From an optimization exercise on the open Yosys and OpenROAD flow, aimed at small area; shortcuts taken in it are not production practice.
In this exercise RTL edits were held to simulation tests only and were not proved equivalent to the original.
Power figures rest on the tool's default switching activity, not on a simulated workload.

**design/flow/config.mk**
```make
export PLATFORM = sky130hd
export DESIGN_NAME = regfile_top
export DESIGN_NICKNAME = regfile_top
export VERILOG_FILES = /design/flow/design.v
export SDC_FILE = /design/flow/constraint.sdc
export NUM_CORES = 4
export LEC_CHECK = 0
export CAP_MARGIN = 20
export CORE_MARGIN = 2
export CORE_UTILIZATION = 40
export SETUP_SLACK_MARGIN = 0.1
export SLEW_MARGIN = 20
```
**design/flow/constraint.sdc**
```tcl
create_clock -name core_clock -period 3.6 [get_ports {clk}]
set_input_delay 0.7200 -clock core_clock [delete_from_list [all_inputs] [get_ports {clk}]]
set_output_delay 0.7200 -clock core_clock [all_outputs]
set_load 0.01 [all_outputs]
```
**design/flow/design.v**
```verilog
package regfile_pkg;
    localparam int DEF_XLEN  = 32;
    localparam int DEF_NREGS = 32;
    localparam int DEF_NRP   = 2;
    function automatic int port_lo(input int k, input int w);
        port_lo = k * w;
    endfunction
endpackage
import regfile_pkg::*;
module regfile_scoreboard
#(
    parameter int NREGS    = DEF_NREGS,
    parameter int AW       = $clog2(NREGS),
    parameter int NRP      = DEF_NRP,
    parameter int ZERO_REG = 1
) (
    input  logic              clk,
    input  logic              reset,
    input  logic              wen0,
    input  logic [AW-1:0]     waddr0,
    input  logic              wen1,
    input  logic [AW-1:0]     waddr1,
    input  logic              rsv_en,
    input  logic [AW-1:0]     rsv_addr,
    input  logic [NRP*AW-1:0] raddr,
    output logic [NRP-1:0]    rbusy,
    output logic              any_busy
);
    logic [NREGS-1:0] busy_reg;
    logic [NREGS-1:0] busy_next;
    genvar gi;
    generate
        for (gi = 0; gi < NREGS; gi++) begin : g_busy
            logic set_hit;
            logic clr_hit;
            assign set_hit = rsv_en && (rsv_addr == AW'(gi));
            assign clr_hit = (wen0 && (waddr0 == AW'(gi))) || (wen1 && (waddr1 == AW'(gi)));
            if (ZERO_REG != 0 && gi == 0) begin : g_zero
                assign busy_next[gi] = 1'b0;
            end else begin : g_norm
                assign busy_next[gi] = set_hit | (busy_reg[gi] & ~clr_hit);
            end
        end
        for (gi = 0; gi < NRP; gi++) begin : g_rport
            logic [AW-1:0] a;
            logic          b;
            assign a = raddr[gi * AW +: AW];
            always_comb begin
                b = busy_reg[a];
                if (ZERO_REG != 0 && a == '0) begin
                    b = 1'b0;
                end else if (rsv_en && rsv_addr == a) begin
                    b = 1'b1;
                end else if ((wen1 && waddr1 == a) || (wen0 && waddr0 == a)) begin
                    b = 1'b0;
                end
            end
            assign rbusy[gi] = b;
        end
    endgenerate
    always_ff @(posedge clk) begin
        if (reset) begin
            busy_reg <= '0;
        end else begin
            busy_reg <= busy_next;
        end
    end
    assign any_busy = |busy_reg;
endmodule
import regfile_pkg::*;
module regfile_mp
#(
    parameter int XLEN     = DEF_XLEN,
    parameter int NREGS    = DEF_NREGS,
    parameter int AW       = $clog2(NREGS),
    parameter int NRP      = DEF_NRP,
    parameter int ZERO_REG = 1,
    parameter int READ_REG = 0
) (
    input  logic                clk,
    input  logic                reset,
    input  logic                wen0,
    input  logic [AW-1:0]       waddr0,
    input  logic [XLEN-1:0]     wdata0,
    input  logic                wen1,
    input  logic [AW-1:0]       waddr1,
    input  logic [XLEN-1:0]     wdata1,
    input  logic [NRP*AW-1:0]   raddr,
    output logic [NRP*XLEN-1:0] rdata,
    output logic [NRP-1:0]      rbusy,
    input  logic                rsv_en,
    input  logic [AW-1:0]       rsv_addr,
    output logic                any_busy
);
    logic [XLEN-1:0]     mem [NREGS];
    logic                wr0_ok;
    logic                wr1_ok;
    logic [NRP*XLEN-1:0] fwd_data;
    logic [NRP-1:0]      fwd_busy;
    assign wr0_ok = wen0 && !(ZERO_REG != 0 && waddr0 == '0);
    assign wr1_ok = wen1 && !(ZERO_REG != 0 && waddr1 == '0);
    always_ff @(posedge clk) begin
        if (reset) begin
            for (int i = 0; i < NREGS; i++) begin
                mem[i] <= '0;
            end
        end else begin
            if (wr0_ok && !(wr1_ok && waddr1 == waddr0)) begin
                mem[waddr0] <= wdata0;
            end
            if (wr1_ok) begin
                mem[waddr1] <= wdata1;
            end
        end
    end
    genvar gi;
    generate
        for (gi = 0; gi < NRP; gi++) begin : g_fwd
            logic [AW-1:0]   a;
            logic [XLEN-1:0] d;
            assign a = raddr[gi * AW +: AW];
            always_comb begin
                d = mem[a];
                if (ZERO_REG != 0 && a == '0) begin
                    d = '0;
                end else if (wen1 && waddr1 == a) begin
                    d = wdata1;
                end else if (wen0 && waddr0 == a) begin
                    d = wdata0;
                end
            end
            assign fwd_data[gi * XLEN +: XLEN] = d;
        end
        if (READ_REG != 0) begin : g_rr
            logic [NRP*XLEN-1:0] rdata_reg;
            logic [NRP-1:0]      rbusy_reg;
            always_ff @(posedge clk) begin
                if (reset) begin
                    rdata_reg <= '0;
                    rbusy_reg <= '0;
                end else begin
                    rdata_reg <= fwd_data;
                    rbusy_reg <= fwd_busy;
                end
            end
            assign rdata = rdata_reg;
            assign rbusy = rbusy_reg;
        end else begin : g_comb
            assign rdata = fwd_data;
            assign rbusy = fwd_busy;
        end
    endgenerate
    regfile_scoreboard #(
        .NREGS    (NREGS),
        .AW       (AW),
        .NRP      (NRP),
        .ZERO_REG (ZERO_REG)
    ) u_sb (
        .clk      (clk),
        .reset    (reset),
        .wen0     (wen0),
        .waddr0   (waddr0),
        .wen1     (wen1),
        .waddr1   (waddr1),
        .rsv_en   (rsv_en),
        .rsv_addr (rsv_addr),
        .raddr    (raddr),
        .rbusy    (fwd_busy),
        .any_busy (any_busy)
    );
endmodule
module regfile_top (
    input  logic         clk,
    input  logic         reset,
    input  logic         wen0,
    input  logic [4:0]   waddr0,
    input  logic [31:0]  wdata0,
    input  logic         wen1,
    input  logic [4:0]   waddr1,
    input  logic [31:0]  wdata1,
    input  logic [19:0]  raddr,
    output logic [127:0] rdata,
    output logic [3:0]   rbusy,
    input  logic         rsv_en,
    input  logic [4:0]   rsv_addr,
    output logic         any_busy
);
    regfile_mp #(
        .XLEN     (32),
        .NREGS    (32),
        .NRP      (4),
        .ZERO_REG (1),
        .READ_REG (1)
    ) u_rf (
        .clk      (clk),
        .reset    (reset),
        .wen0     (wen0),
        .waddr0   (waddr0),
        .wdata0   (wdata0),
        .wen1     (wen1),
        .waddr1   (waddr1),
        .wdata1   (wdata1),
        .raddr    (raddr),
        .rdata    (rdata),
        .rbusy    (rbusy),
        .rsv_en   (rsv_en),
        .rsv_addr (rsv_addr),
        .any_busy (any_busy)
    );
endmodule
```
**design/flow/run.sh**
```bash
#!/bin/bash
# synth_recipe.tcl (not shown) runs the flow's synth.tcl, then flattens the netlist and writes it again
# the make line also repeats each setting of config.mk as NAME=value (left out here)
make -C /OpenROAD-flow-scripts/flow DESIGN_CONFIG=/design/flow/config.mk WORK_HOME=/design/flow/orfs CLKGATE_MAP_FILE= SYNTH_SCRIPT=/design/flow/synth_recipe.tcl finish
```
==> notes.md <==
## power breakdown
| group | switching (W) | total (W) | internal (W) |
|---|---|---|---|
| Clock | 0.00674 | 0.0154 | 0.00868 |
| Combinational | 0.00532 | 0.00929 | 0.00397 |
| Sequential | 0.00106 | 0.0169 | 0.0159 |
## cells in the final DEF, fill, tap and decap left out, types with 47 or more instances in the layout
cell,n
a21oi_1,179
o21ai_0,112
nand2_1,140
a22o_1,993
clkbuf_16,150
nor3_1,47
edfxtp_1,1024
buf_4,655
dfxtp_1,163
a22oi_1,183
o22ai_1,133
clkdlybuf4s50_1,212
mux4_2,1052
nor4_1,62
mux2i_1,335
nor2_4,59
nor2_1,89
buf_12,202
## through the flow
stage                     setup TNS, ns  area (sq um)  total power, W  utilization, %
after detailed placement         -54.58         93860         0.02588           45.92
after global placement           -46.03         93860         0.02587           45.92
after floorplan                       0         82300         0.02131               -
final                                 0         98740         0.04162           48.31
after global routing                  0         98660         0.04203           48.27
after CTS                             0         98630         0.04100           48.26
## worst min path at each step
stage / endpoint / slack, ns / cells past startpoint
after floorplan: u_rf.u_sb.busy_reg[7] / 0.52 / 2
after global placement: u_rf.u_sb.busy_reg[7] / 0.58 / 2
after detailed placement: u_rf.u_sb.busy_reg[12] / 0.61 / 2
after CTS: u_rf.mem[0][12] / 0.43 / 2
after global routing: u_rf.mem[0][15] / 0.42 / 2
final: u_rf.mem[0][12] / 0.45 / 2
## area by class of cell
type / count / share of cell area (%)
Inverter: 12 / 0.04815
Sequential cell: 1187 / 34.45
Clock inverter: 82 / 0.8338
Clock buffer: 187 / 4.003
Multi-Input combinational cell: 3857 / 45.72
Timing Repair Buffer: 1088 / 11.44
Tap cell: 2688 / 3.406
Antenna cell: 43 / 0.1090
## per-layer routing
layer | track usage (%) | up-vias
met4 | 38.12 | 56
met1 | 54.57 | 37990
met5 | 1.010 | -
li1 | - | 26020
met3 | 23.25 | 2409
met2 | 61.77 | 8875
## what timing repair did
item	CTS	global route
setup endpoints to repair	0	1
buffers inserted	0	0
gates resized for setup	0	1
## logic make-up after synthesis
group | share of synthesized area [%]
flip-flops | 41.38
buffers and inverters | 4.675
XOR/XNOR | 0.6927
multiplexers | 33.20
AO/OA/AOI/OAI | 16.23
AND/OR/NAND/NOR | 3.814
other | 0.004563
==> summary.txt <==
Outcome
  • Status: finished clean

Power
  • Lkg Pwr: 34.21 nW
  • VDD IR max: a little under 0.6 mV
  • Pwr per Cell Area: 421.5 nW/um^2

Synth
  • Top post-synthesis cells by area: edfxtp_1 (37%), mux4_2 (29%), a22o_1 (11%)
  • Synth warn: 2
  • Yosys cell types: 61
  • Count leader, synth: mux4_2
  • Post-synth top cells: mux4_2 (1052), edfxtp_1 (1024), a22o_1 (993), clkbuf_1 (525), mux2i_1 (335)
  • EDFF count, synth: 1024
  • Synth top area share: 37.41%
  • Synth area leader: edfxtp_1
  • Register bit total from synthesis: 1187
  • Async S/R FF share, synth: 0%
  • Avg Cell Area, Syn: 13.88 sq um
  • Sequential area share after synthesis: roughly 41%
  • Synth Instances: 5921
  • Ys flop type: edfxtp_1
  • Mapped cell area: 82190 sq um

Critical path
  • R2R Setup Slk: ~0.35 ns
  • CP Max Fanout: 11
  • Critical Path Source Type: input pin
  • Data arrival, critical path: 4.07 ns
  • Crit Path Class: input pin to flip-flop
  • Delay-heaviest family, CP: buffers and inverters
  • Reg-to-reg startpoint: u_rf.mem[3][25]
  • Worst Setup SP: waddr0[2]
  • R2r worst-path depth: 6
  • Crit-path max cell delay: between 0.5 and 0.6 ns
  • WP depth: 11
  • CP Capture Point: u_rf.g_rr.rdata_reg[122]
  • CP endpoint kind: flip-flop
  • Worst reg2reg endpoint: u_rf.g_rr.rdata_reg[25]
  • Critical-path top delay cell: clkdlybuf4s50_1
  • Most used cell along the critical path: buf_4
  • CP bufs+invs: 5
  • Critical Path RT: 4.38 ns
  • CP Cell Sequence: clkdlybuf4s50_1, buf_4, buf_12, xor2_1, nor4_1, nand3_1, nand2_2, buf_4, a31oi_1, a31oi_1, buf_4

Floorplan
  • Die Y-Extent: between 400 and 500 um
  • Core area: 204400 sq um
  • # IOs: 237
  • Cell Rows: around 170
  • DIE WIDTH: 457.3 um
  • Initial Util: 40.21%
  • Die footprint: 209100 sq um

Route
  • Vias per cell: 8.241
  • Final wirelength: 491300 um
  • Drt drc: 0
  • Vias: 75350
  • Routed Antenna Nets: 0
  • DR iter-0 viols: 15260
  • Top sig layer: met5
  • M1 wire length: roughly 160000 um
  • Drt pass-1 iters: 7
  • Wirelength per Cell: 53.73 um
  • Met2 WL post-DR: between 150000 and 200000 um
  • Met3 routed WL: 84520 um

STA
  • Fmax: 304.2 MHz
  • Final Hold Fails: 0
  • Final period util: 91.32%
  • Hold slack: 0.4468 ns
  • Worst rel slew slack: between 10% and 20%
  • Post-route minimum period: 3.287 ns
  • RSZ-0062 raised after global routing: no
  • Slew at the pin closest to its max-slew limit: 1.259 ns
  • Setup ws final: 0.3127 ns
  • Slew Viols, Final: 0
  • Final setup violation count: 0
  • Skew final: 0.06081 ns

Finish
  • Share of layout cells above drive strength 1: 36.02%
  • Cell Count, Final, Fillers Out: 9144
  • Max FFs per register: 1024
  • Filler Cell Count: around 18000
  • Synth-to-Final Area Change: 20.15%
  • Final #Nets: 6396
  • Multi-input logic area: approximately 45000 sq um
  • Sequential Area: between 30000 and 40000 sq um

GRT
  • Largest net degree at the start of global routing: 66
  • First-pass GRT wire length: 645600 um
  • Total global routing overflow: 0
  • Total GRT Usage: 46.02%
  • Initial antenna violation count: 60
  • Number of global-route vias before repair: 69950

Hold path
  • Hold Crit Class: input pin to flip-flop
  • Worst Hold Launch: reset

Clock tree
  • Clock buffer depth: 3
  • Worst skew pair latency: 0.90 ns
  • Root Driver: clkbuf_16
  • H-tree depth: 4
  • Clock Sinks: approximately 1200
  • CTS tree: done
  • Clock-pin transition on the worst setup and hold timing paths: roughly 0.060 ns
  • Post-CTS Hold Fix Bufs: 0
  • Total CTS buffers: between 100 and 150

Place
  • DP HPWL: 326300 um
  • IO Port Bufs: 236
  • Gpl congestion: around 1.1
  • Placed instance count: 8832
  • Pre-CTS WS: -0.3176 ns

Flow run
  • Max Cap Viol: 0

[afterwards: timing with drivers on the ports]
No port has a modelled driver above. Below, the same layout with a new extraction and two added sets of constraints. Step 1 assumes that a clkbuf_16 drives the clock port and a buf_2 every other input. Step 2 also shifts input and output timing later by t, the mid clock arrival at the registers, as if the neighbouring blocks saw the same clock. a / b / c = ideal ports / drivers / drivers and shift; a / b = the first two.
t, ns: 0.960
setup WS [ns]: 0.313 / 0.224 / -0.610
slew at the worst register clock pin (ns): 0.07 / 0.07
worst slew at a driven data input, ns: 0.23
cell pins on the clock port's net: 1
Met with ideal ports but missed after step 2: setup timing in this run. The setup slack of this run moves by -0.089 ns with the drivers and by -0.923 ns with both steps.
